Context: an optimization exercise on an open-source flow, tuned for small area, a short achievable clock period and few clock cycles per item. The choices shown serve that exercise and are no tape-out recipe.
The RTL was checked by simulation tests, not by an equivalence proof against the original design.

`design.v`:
```
`default_nettype none
module bias_relu #(
  parameter int ROWS    = 4,
  parameter int COLS    = 4,
  parameter int RELU_EN = 1
) (
  input  logic                              clk,
  input  logic                              rst,
  input  logic                              enable,
  input  logic [ROWS-1:0][COLS-1:0][31:0]   matrix_in,
  input  logic [ROWS-1:0][31:0]             bias,
  output logic [ROWS-1:0][COLS-1:0][31:0]   result,
  output logic                              busy,
  output logic                              done
);
  logic done_q;
  always_ff @(posedge clk) begin
    if (rst) done_q <= 1'b0;
    else     done_q <= enable;
  end
  assign busy = 1'b0;
  assign done = done_q;
  for (genvar i = 0; i < ROWS * COLS; i++) begin : g_elem
    logic [31:0] e, b;
    logic [32:0] sum;
    assign e = matrix_in[(i / COLS)][(i % COLS)];
    assign b = bias[(i / COLS)];
    logic [31:0] p, g;
    assign p = e ^ b;
    assign g = e & b;
    logic G0_1; logic P0_1;
    logic G0_3; logic P0_3;
    logic G0_5; logic P0_5;
    logic G0_7; logic P0_7;
    logic G0_9; logic P0_9;
    logic G0_11; logic P0_11;
    logic G0_13; logic P0_13;
    logic G0_15; logic P0_15;
    logic G0_17; logic P0_17;
    logic G0_19; logic P0_19;
    logic G0_21; logic P0_21;
    logic G0_23; logic P0_23;
    logic G0_25; logic P0_25;
    logic G0_27; logic P0_27;
    logic G0_29; logic P0_29;
    logic G0_31; logic P0_31;
    logic G1_2; logic P1_2;
    logic G1_3; logic P1_3;
    logic G1_6; logic P1_6;
    logic G1_7; logic P1_7;
    logic G1_10; logic P1_10;
    logic G1_11; logic P1_11;
    logic G1_14; logic P1_14;
    logic G1_15; logic P1_15;
    logic G1_18; logic P1_18;
    logic G1_19; logic P1_19;
    logic G1_22; logic P1_22;
    logic G1_23; logic P1_23;
    logic G1_26; logic P1_26;
    logic G1_27; logic P1_27;
    logic G1_30; logic P1_30;
    logic G1_31; logic P1_31;
    logic G2_4; logic P2_4;
    logic G2_5; logic P2_5;
    logic G2_6; logic P2_6;
    logic G2_7; logic P2_7;
    logic G2_12; logic P2_12;
    logic G2_13; logic P2_13;
    logic G2_14; logic P2_14;
    logic G2_15; logic P2_15;
    logic G2_20; logic P2_20;
    logic G2_21; logic P2_21;
    logic G2_22; logic P2_22;
    logic G2_23; logic P2_23;
    logic G2_28; logic P2_28;
    logic G2_29; logic P2_29;
    logic G2_30; logic P2_30;
    logic G2_31; logic P2_31;
    logic G3_8; logic P3_8;
    logic G3_9; logic P3_9;
    logic G3_10; logic P3_10;
    logic G3_11; logic P3_11;
    logic G3_12; logic P3_12;
    logic G3_13; logic P3_13;
    logic G3_14; logic P3_14;
    logic G3_15; logic P3_15;
    logic G3_24; logic P3_24;
    logic G3_25; logic P3_25;
    logic G3_26; logic P3_26;
    logic G3_27; logic P3_27;
    logic G3_28; logic P3_28;
    logic G3_29; logic P3_29;
    logic G3_30; logic P3_30;
    logic G3_31; logic P3_31;
    logic G4_16; logic P4_16;
    logic G4_17; logic P4_17;
    logic G4_18; logic P4_18;
    logic G4_19; logic P4_19;
    logic G4_20; logic P4_20;
    logic G4_21; logic P4_21;
    logic G4_22; logic P4_22;
    logic G4_23; logic P4_23;
    logic G4_24; logic P4_24;
    logic G4_25; logic P4_25;
    logic G4_26; logic P4_26;
    logic G4_27; logic P4_27;
    logic G4_28; logic P4_28;
    logic G4_29; logic P4_29;
    logic G4_30; logic P4_30;
    logic G4_31; logic P4_31;
    assign G0_1 = g[1] | (p[1] & g[0]);
    assign P0_1 = p[1] & p[0];
    assign G0_3 = g[3] | (p[3] & g[2]);
    assign P0_3 = p[3] & p[2];
    assign G0_5 = g[5] | (p[5] & g[4]);
    assign P0_5 = p[5] & p[4];
    assign G0_7 = g[7] | (p[7] & g[6]);
    assign P0_7 = p[7] & p[6];
    assign G0_9 = g[9] | (p[9] & g[8]);
    assign P0_9 = p[9] & p[8];
    assign G0_11 = g[11] | (p[11] & g[10]);
    assign P0_11 = p[11] & p[10];
    assign G0_13 = g[13] | (p[13] & g[12]);
    assign P0_13 = p[13] & p[12];
    assign G0_15 = g[15] | (p[15] & g[14]);
    assign P0_15 = p[15] & p[14];
    assign G0_17 = g[17] | (p[17] & g[16]);
    assign P0_17 = p[17] & p[16];
    assign G0_19 = g[19] | (p[19] & g[18]);
    assign P0_19 = p[19] & p[18];
    assign G0_21 = g[21] | (p[21] & g[20]);
    assign P0_21 = p[21] & p[20];
    assign G0_23 = g[23] | (p[23] & g[22]);
    assign P0_23 = p[23] & p[22];
    assign G0_25 = g[25] | (p[25] & g[24]);
    assign P0_25 = p[25] & p[24];
    assign G0_27 = g[27] | (p[27] & g[26]);
    assign P0_27 = p[27] & p[26];
    assign G0_29 = g[29] | (p[29] & g[28]);
    assign P0_29 = p[29] & p[28];
    assign G0_31 = g[31] | (p[31] & g[30]);
    assign P0_31 = p[31] & p[30];
    assign G1_2 = g[2] | (p[2] & G0_1);
    assign P1_2 = p[2] & P0_1;
    assign G1_3 = G0_3 | (P0_3 & G0_1);
    assign P1_3 = P0_3 & P0_1;
    assign G1_6 = g[6] | (p[6] & G0_5);
    assign P1_6 = p[6] & P0_5;
    assign G1_7 = G0_7 | (P0_7 & G0_5);
    assign P1_7 = P0_7 & P0_5;
    assign G1_10 = g[10] | (p[10] & G0_9);
    assign P1_10 = p[10] & P0_9;
    assign G1_11 = G0_11 | (P0_11 & G0_9);
    assign P1_11 = P0_11 & P0_9;
    assign G1_14 = g[14] | (p[14] & G0_13);
    assign P1_14 = p[14] & P0_13;
    assign G1_15 = G0_15 | (P0_15 & G0_13);
    assign P1_15 = P0_15 & P0_13;
    assign G1_18 = g[18] | (p[18] & G0_17);
    assign P1_18 = p[18] & P0_17;
    assign G1_19 = G0_19 | (P0_19 & G0_17);
    assign P1_19 = P0_19 & P0_17;
    assign G1_22 = g[22] | (p[22] & G0_21);
    assign P1_22 = p[22] & P0_21;
    assign G1_23 = G0_23 | (P0_23 & G0_21);
    assign P1_23 = P0_23 & P0_21;
    assign G1_26 = g[26] | (p[26] & G0_25);
    assign P1_26 = p[26] & P0_25;
    assign G1_27 = G0_27 | (P0_27 & G0_25);
    assign P1_27 = P0_27 & P0_25;
    assign G1_30 = g[30] | (p[30] & G0_29);
    assign P1_30 = p[30] & P0_29;
    assign G1_31 = G0_31 | (P0_31 & G0_29);
    assign P1_31 = P0_31 & P0_29;
    assign G2_4 = g[4] | (p[4] & G1_3);
    assign P2_4 = p[4] & P1_3;
    assign G2_5 = G0_5 | (P0_5 & G1_3);
    assign P2_5 = P0_5 & P1_3;
    assign G2_6 = G1_6 | (P1_6 & G1_3);
    assign P2_6 = P1_6 & P1_3;
    assign G2_7 = G1_7 | (P1_7 & G1_3);
    assign P2_7 = P1_7 & P1_3;
    assign G2_12 = g[12] | (p[12] & G1_11);
    assign P2_12 = p[12] & P1_11;
    assign G2_13 = G0_13 | (P0_13 & G1_11);
    assign P2_13 = P0_13 & P1_11;
    assign G2_14 = G1_14 | (P1_14 & G1_11);
    assign P2_14 = P1_14 & P1_11;
    assign G2_15 = G1_15 | (P1_15 & G1_11);
    assign P2_15 = P1_15 & P1_11;
    assign G2_20 = g[20] | (p[20] & G1_19);
    assign P2_20 = p[20] & P1_19;
    assign G2_21 = G0_21 | (P0_21 & G1_19);
    assign P2_21 = P0_21 & P1_19;
    assign G2_22 = G1_22 | (P1_22 & G1_19);
    assign P2_22 = P1_22 & P1_19;
    assign G2_23 = G1_23 | (P1_23 & G1_19);
    assign P2_23 = P1_23 & P1_19;
    assign G2_28 = g[28] | (p[28] & G1_27);
    assign P2_28 = p[28] & P1_27;
    assign G2_29 = G0_29 | (P0_29 & G1_27);
    assign P2_29 = P0_29 & P1_27;
    assign G2_30 = G1_30 | (P1_30 & G1_27);
    assign P2_30 = P1_30 & P1_27;
    assign G2_31 = G1_31 | (P1_31 & G1_27);
    assign P2_31 = P1_31 & P1_27;
    assign G3_8 = g[8] | (p[8] & G2_7);
    assign P3_8 = p[8] & P2_7;
    assign G3_9 = G0_9 | (P0_9 & G2_7);
    assign P3_9 = P0_9 & P2_7;
    assign G3_10 = G1_10 | (P1_10 & G2_7);
    assign P3_10 = P1_10 & P2_7;
    assign G3_11 = G1_11 | (P1_11 & G2_7);
    assign P3_11 = P1_11 & P2_7;
    assign G3_12 = G2_12 | (P2_12 & G2_7);
    assign P3_12 = P2_12 & P2_7;
    assign G3_13 = G2_13 | (P2_13 & G2_7);
    assign P3_13 = P2_13 & P2_7;
    assign G3_14 = G2_14 | (P2_14 & G2_7);
    assign P3_14 = P2_14 & P2_7;
    assign G3_15 = G2_15 | (P2_15 & G2_7);
    assign P3_15 = P2_15 & P2_7;
    assign G3_24 = g[24] | (p[24] & G2_23);
    assign P3_24 = p[24] & P2_23;
    assign G3_25 = G0_25 | (P0_25 & G2_23);
    assign P3_25 = P0_25 & P2_23;
    assign G3_26 = G1_26 | (P1_26 & G2_23);
    assign P3_26 = P1_26 & P2_23;
    assign G3_27 = G1_27 | (P1_27 & G2_23);
    assign P3_27 = P1_27 & P2_23;
    assign G3_28 = G2_28 | (P2_28 & G2_23);
    assign P3_28 = P2_28 & P2_23;
    assign G3_29 = G2_29 | (P2_29 & G2_23);
    assign P3_29 = P2_29 & P2_23;
    assign G3_30 = G2_30 | (P2_30 & G2_23);
    assign P3_30 = P2_30 & P2_23;
    assign G3_31 = G2_31 | (P2_31 & G2_23);
    assign P3_31 = P2_31 & P2_23;
    assign G4_16 = g[16] | (p[16] & G3_15);
    assign P4_16 = p[16] & P3_15;
    assign G4_17 = G0_17 | (P0_17 & G3_15);
    assign P4_17 = P0_17 & P3_15;
    assign G4_18 = G1_18 | (P1_18 & G3_15);
    assign P4_18 = P1_18 & P3_15;
    assign G4_19 = G1_19 | (P1_19 & G3_15);
    assign P4_19 = P1_19 & P3_15;
    assign G4_20 = G2_20 | (P2_20 & G3_15);
    assign P4_20 = P2_20 & P3_15;
    assign G4_21 = G2_21 | (P2_21 & G3_15);
    assign P4_21 = P2_21 & P3_15;
    assign G4_22 = G2_22 | (P2_22 & G3_15);
    assign P4_22 = P2_22 & P3_15;
    assign G4_23 = G2_23 | (P2_23 & G3_15);
    assign P4_23 = P2_23 & P3_15;
    assign G4_24 = G3_24 | (P3_24 & G3_15);
    assign P4_24 = P3_24 & P3_15;
    assign G4_25 = G3_25 | (P3_25 & G3_15);
    assign P4_25 = P3_25 & P3_15;
    assign G4_26 = G3_26 | (P3_26 & G3_15);
    assign P4_26 = P3_26 & P3_15;
    assign G4_27 = G3_27 | (P3_27 & G3_15);
    assign P4_27 = P3_27 & P3_15;
    assign G4_28 = G3_28 | (P3_28 & G3_15);
    assign P4_28 = P3_28 & P3_15;
    assign G4_29 = G3_29 | (P3_29 & G3_15);
    assign P4_29 = P3_29 & P3_15;
    assign G4_30 = G3_30 | (P3_30 & G3_15);
    assign P4_30 = P3_30 & P3_15;
    assign G4_31 = G3_31 | (P3_31 & G3_15);
    assign P4_31 = P3_31 & P3_15;
    logic [32:0] c;
    assign c[0] = 1'b0;
    assign c[1] = g[0];
    assign c[2] = G0_1;
    assign c[3] = G1_2;
    assign c[4] = G1_3;
    assign c[5] = G2_4;
    assign c[6] = G2_5;
    assign c[7] = G2_6;
    assign c[8] = G2_7;
    assign c[9] = G3_8;
    assign c[10] = G3_9;
    assign c[11] = G3_10;
    assign c[12] = G3_11;
    assign c[13] = G3_12;
    assign c[14] = G3_13;
    assign c[15] = G3_14;
    assign c[16] = G3_15;
    assign c[17] = G4_16;
    assign c[18] = G4_17;
    assign c[19] = G4_18;
    assign c[20] = G4_19;
    assign c[21] = G4_20;
    assign c[22] = G4_21;
    assign c[23] = G4_22;
    assign c[24] = G4_23;
    assign c[25] = G4_24;
    assign c[26] = G4_25;
    assign c[27] = G4_26;
    assign c[28] = G4_27;
    assign c[29] = G4_28;
    assign c[30] = G4_29;
    assign c[31] = G4_30;
    assign c[32] = G4_31;
    assign sum[31:0] = p ^ c[31:0];
    assign sum[32] = p[31] ^ c[32];
    logic pos, mixed, big, nonneg, ld_one, ld_keep;
    assign pos     = !e[31] && !b[31];
    assign mixed   = e[31] ^ b[31];
    assign big     = pos && c[31];
    assign nonneg  = pos || (mixed && c[31]);
    assign ld_one  = !done_q && big;
    assign ld_keep = !done_q && nonneg;
    logic [30:0] res_q;
    always_ff @(posedge clk) begin
      res_q <= ({31{done_q}} & res_q) | {31{ld_one}} | ({31{ld_keep}} & sum[30:0]);
    end
    assign result[(i / COLS)][(i % COLS)] = {1'b0, res_q};
  end
endmodule
`default_nettype wire
```
`flow/run.sh`:
```
#!/bin/bash
# Own layout flow: the standard layout (standard.sh) with these changes:
#  - synthesis through flow/synth.tcl: the standard flow's synthesis script with ABC run
#    on flow/abc.script (structural mapping, no restructuring) and without
#    the full/half-adder extraction, so the RTL's prefix adder is kept;
#    registers are mapped before ABC, as in the standard synthesis;
#  - port buffers of sky130_fd_sc_hd__buf_1 instead of the cell buffer_ports
#    picks by default (repair may still upsize them);
#  - clock tree from sky130_fd_sc_hd__clkbuf_8 without dummy loads;
#  - pins placed by flow/pins.tcl: one matrix row per die edge, each
#    element's pins together, next to its adder.
# make's output goes to standard_make.log; ORFS keeps each step's log in
# orfs/logs/.
set -euo pipefail
export OWN_WORK=$PWD
export OWN_ABC_SCRIPT=$PWD/flow/abc.script
export BUFFER_PORTS_ARGS="-buffer_cell sky130_fd_sc_hd__buf_1"
export CTS_ARGS="-sink_clustering_enable -repair_clock_nets -buf_list sky130_fd_sc_hd__clkbuf_8 -dont_use_dummy_load"
export PRE_IO_PLACEMENT_TCL=$PWD/flow/pins.tcl
bash standard.sh SYNTH_SCRIPT=$PWD/flow/synth.tcl ADDER_MAP_FILE= finish > standard_make.log 2>&1
```
`flow/abc.script`:
```
&get -n
&st
&dch
&nf
&put
buffer -c
topo
stime -c
upsize -c
dnsize -c
```
`flow/pins.tcl`:
```
# Pin order for io placement (run before place_pins as PRE_IO_PLACEMENT_TCL):
# one matrix row per die edge. Along an edge: elements 0 and 1 of the row,
# the row's bias, elements 2 and 3. Inside an element its input and output
# bits alternate from bit 0 up, so each element's adder sits next to its
# own pins. The control pins go in the middle of the bottom edge.
set edges {bottom right top left}
for {set r 0} {$r < 4} {incr r} {
  set names {}
  for {set c 0} {$c < 4} {incr c} {
    if {$c == 2} {
      for {set k 0} {$k < 32} {incr k} { lappend names "bias\[[expr {$r*32 + $k}]\]" }
      if {$r == 0} { lappend names clk rst enable busy done }
    }
    set base [expr {($r*4 + $c) * 32}]
    for {set k 0} {$k < 32} {incr k} {
      lappend names "matrix_in\[[expr {$base + $k}]\]" "result\[[expr {$base + $k}]\]"
    }
  }
  set_io_pin_constraint -pin_names $names -region [lindex $edges $r]:* -group -order
}
```
`flow/synth.tcl`:
```
proc abc {args} {
  set i [lsearch -exact $args -script]
  if {$i >= 0} { lset args [expr {$i + 1}] $::env(OWN_ABC_SCRIPT) }
  yosys abc {*}$args
}
source $::env(OWN_WORK)/synth_recipe.tcl
```
`standard.sh`:
```
#!/bin/bash
# synth_recipe.tcl (not shown) runs the flow's synth.tcl, then flattens the netlist and writes it again
# the make line also repeats each setting of config.mk as NAME=value (left out here)
make -C /OpenROAD-flow-scripts/flow DESIGN_CONFIG=/design/flow/config.mk WORK_HOME=/design/flow/orfs CLKGATE_MAP_FILE= SYNTH_SCRIPT=/design/flow/synth_recipe.tcl "${@:-finish}"
```
`config.mk`:
```
export PLATFORM = sky130hd
export DESIGN_NAME = bias_relu
export DESIGN_NICKNAME = bias_relu
export VERILOG_FILES = /design/flow/design.v
export SDC_FILE = /design/flow/constraint.sdc
export NUM_CORES = 4
export LEC_CHECK = 0
export CAP_MARGIN = 20
export CORE_AREA = 4 4 426 426
export DIE_AREA = 0 0 430 430
export SETUP_SLACK_MARGIN = 3.4
export SLEW_MARGIN = 20
```
`constraint.sdc`:
```
create_clock -name core_clock -period 6.5 [get_ports {clk}]
set_input_delay 1.3000 -clock core_clock [delete_from_list [all_inputs] [get_ports {clk}]]
set_output_delay 1.3000 -clock core_clock [all_outputs]
set_load 0.01 [all_outputs]
```
==> impl_metrics.ini <==
[finish]
final_common_cell = buf_1
layout_common_cells = buf_1, dfxtp_1, a221o_1
drive_gt1_share_pct = 13.89
fin_area_mm2 = 0.05005
syn_to_final_growth_pct = 31.97
nNetsFinal = 6326
multi_input_area_mm2 = 0.02959
seq_area_mm2 = 0.009953
fill_cells = 18900

[drt]
dr.pass1.iters = 6
routed_wl_um = 166000
vias_per_cell = 5.143
dr.first_iter.drc_count = 2865
wire_per_inst_um = 20.63
antenna_left = 0
drcViolationCount = 0
dr_total_vias = 41362

[worst_hold_path]
min_path_type = register to register

[synthesis]
synth_area_per_cell_um2 = 8.307
synth_edf_count = 0
syn_area_mm2 = 0.03792
yosysTopAreaCell = dfxtp_1
ys_seq_elements = 497
dominantRegCellSynth = dfxtp_1
async_reset_ff_share_pct = 0
synth_cells = 4565
synth_top_area_share_pct = 26.24
synth_seq_area_share_pct = 26.24
synth_area_leaders = dfxtp_1, a221o_1, xor2_1
ys_types = 84
ys.warnings.count = 1

[sta]
skew_ns = 0.05543
fmax_ghz = 0.3155
setup_ws_ns = 3.331
maxSlewViolCount = 0
rsz0062_at_grt = yes
finalCriticalPeriod_ns = 3.169
fin_tns_setup_ns = 0
fin_crit_sh_pct = 48.76
final_hold_viol_count = 0
tightest_slew_ns = 1.064
slew-limit-headroom_pct = 29.08
hold_ws_ns = 0.4835
final-setup-viol-count = 0

[clock_network]
cts_tree = done
insertion_delay_ns = 0.80
htreeDepth = 3
holdBufCountCts = 0
clk_pin_slew_ns = 0.05
ctsRootBufferMaster = clkbuf_8
numCtsBuffers = 101
clock-sinks = 497
clockBufferDepth = 3

[worst_setup_path]
cp_max_fo = 5
crit_slowest_cell = a221o_2
r2r_start = done_q
slowest_delay_ns = 0.45
rrSetupSlack_ns = 4.15
cp.required_ns = 7.16
path_class = input port to register
crit_end = g_elem[6].res_q[25]
worstSetupPathDepth = 11
cp_cell_sequence = buf_1 -> buf_6 -> xor2_4 -> and2_4 -> a221o_1 -> a221o_2 -> buf_6 -> maj3_1 -> a31oi_1 -> xor2_1 -> a221o_1
worstPathArrival_ns = 3.83
cp-startpoint = bias[50]
end_kind = register
crit_buf_inv = 3
start_kind = input port
cp_top_family = compound AO/OA/AOI/OAI gates
reg2reg_depth = 5
r2r-end = g_elem[6].res_q[30]

[die]
dieArea_mm2 = 0.1849
die_w_um = 430
fp-row-count = 154
core-area_mm2 = 0.1767
start_util_pct = 21.46
die_h_um = 430
ios = 1157

[power]
p_leak_nw = 18.02
finalPower_w = 0.01153
max-vdd-ir-drop_uv = 145.5
powerDensity_mw_per_mm2 = 230.4

[place]
port_buffers = 1139
placed_area_mm2 = 0.04618
gp_congestion = 0.9324
hpwlAfterDp_um = 124700
pre_cts_slack_ns = 1.328

[global_routing]
grt_pass1_wl_um = 232200
grtUsageTotal_pct = 16.14
antenna_found_initial = 22
first_global_vias = 38471
grt_max_degree = 130
grt_overflow = 0

[run_status]
status = finished clean

[run]
max-cap-violations = 0
[cells by family after synthesis]
group                      after synthesis  synth area share (%)
AOI/OAI and AO/OA                     1390                 29.38
and+or+nand+nor                       1228                 14.85
xor gates and xnor gates               956                 22.16
DFF                                    497                 26.24
buffers and inverters                  389                 4.609
adders and majority gates              104                 2.752
other                                    1              0.009889
[registers in the layout, summed over array words and instances, names as in the netlist]
signal        cells
g_elem.res_q    496
done_q            1
[timing repair]
item / in CTS / in global routing
pin swaps: 21 / 46
gates cloned: 3 / 23
endpoints found under the hold margin: 0 / 0
setup buffers: 23 / 54
gates resized for setup: 261 / 242
setup endpoints to repair: 496 / 488
[cell usage after synthesis (all sizes together) (51+ instances only)]
master and instances:
dfxtp 497, xor2 489, xnor2 467, nor2 356
and2 115, clkbuf 157, nor2b 51, o21ai 216
a21oi 156, a31oi 112, a221o 490, buf 178
maj3 104, nand3 69, nand2 437, inv 54
[metal layers]
| metal | part of all wire [%] | up-vias | GRT usage, % |
|---|---|---|---|
| met2 | 46 | 2092 | 26.42 |
| li1 | - | 19059 | - |
| met4 | 7.5 | 2 | 11.33 |
| met3 | 8.5 | 505 | 3.694 |
| met5 | 0.0048 | - | 0 |
| met1 | 38 | 19704 | 18.62 |
[metrics by stage]
step | cells | util [%]
after global routing | 8042 | 28.32
final | 8043 | 28.32
after floorplan | 4581 | -
after CTS | 7944 | 27.42
after detailed placement | 7817 | 26.14
after global placement | 7817 | 26.13
[final cells by class]
class	count	area share (%)
sequential	497	19.89
inverter	54	0.4050
clock buffer	101	2.778
tap	2340	5.850
multi-input combinational	3721	59.13
antenna	22	0.1100
timing repair buffer	1308	11.84
[worst min-delay path by stage]
stage	start	to	slack [ns]	depth (start not counted)
after floorplan	g_elem[13].res_q[11]	g_elem[13].res_q[11]	0.52	2
after global placement	g_elem[6].res_q[0]	g_elem[6].res_q[0]	0.47	1
after detailed placement	g_elem[12].res_q[27]	g_elem[12].res_q[27]	0.47	1
after CTS	g_elem[6].res_q[25]	g_elem[6].res_q[25]	0.49	1
after global routing	g_elem[6].res_q[0]	g_elem[6].res_q[0]	0.50	1
final	g_elem[7].res_q[0]	g_elem[7].res_q[0]	0.48	1
[power breakdown]
group          internal (W)  switching [W]
logic               0.00194        0.00280
clock network       0.00135        0.00139
registers           0.00367       0.000385
[worst register-to-register path, cell delays in order, from the launching register on]
cell and delay (ns):
dfxtp_4 0.34, buf_4 0.19, buf_12 0.21, a21oi_1 0.94
o21a_2 0.40, a311o_1 0.20
Testbench counts, summed over its fixed seeds: cycles 3,192, items 1,600.

==> re-timing with driven ports <==
The results above use ideal ports. As a check the final layout listed here was re-extracted and re-timed, cells and wires unchanged. Step 1 sets driving cells, clkbuf_16 on the clock port and buf_2 on the other inputs (assumed; they add their load-dependent delay and slew). Step 2 also shifts input and output timing later by t, the mid clock arrival at the registers, as if the neighbouring blocks saw the same clock. Three values: ideal ports, drivers, drivers and shift; two values: the first two.
shift t [ns]: 0.846
slack for setup (ns): 3.331 / 3.328 / 2.482
worst data-port slew with drivers (ns): 0.10
After both steps setup and hold are still met in this run. The setup slack of this run moves by -0.003 ns with the drivers and by -0.849 ns with both steps.
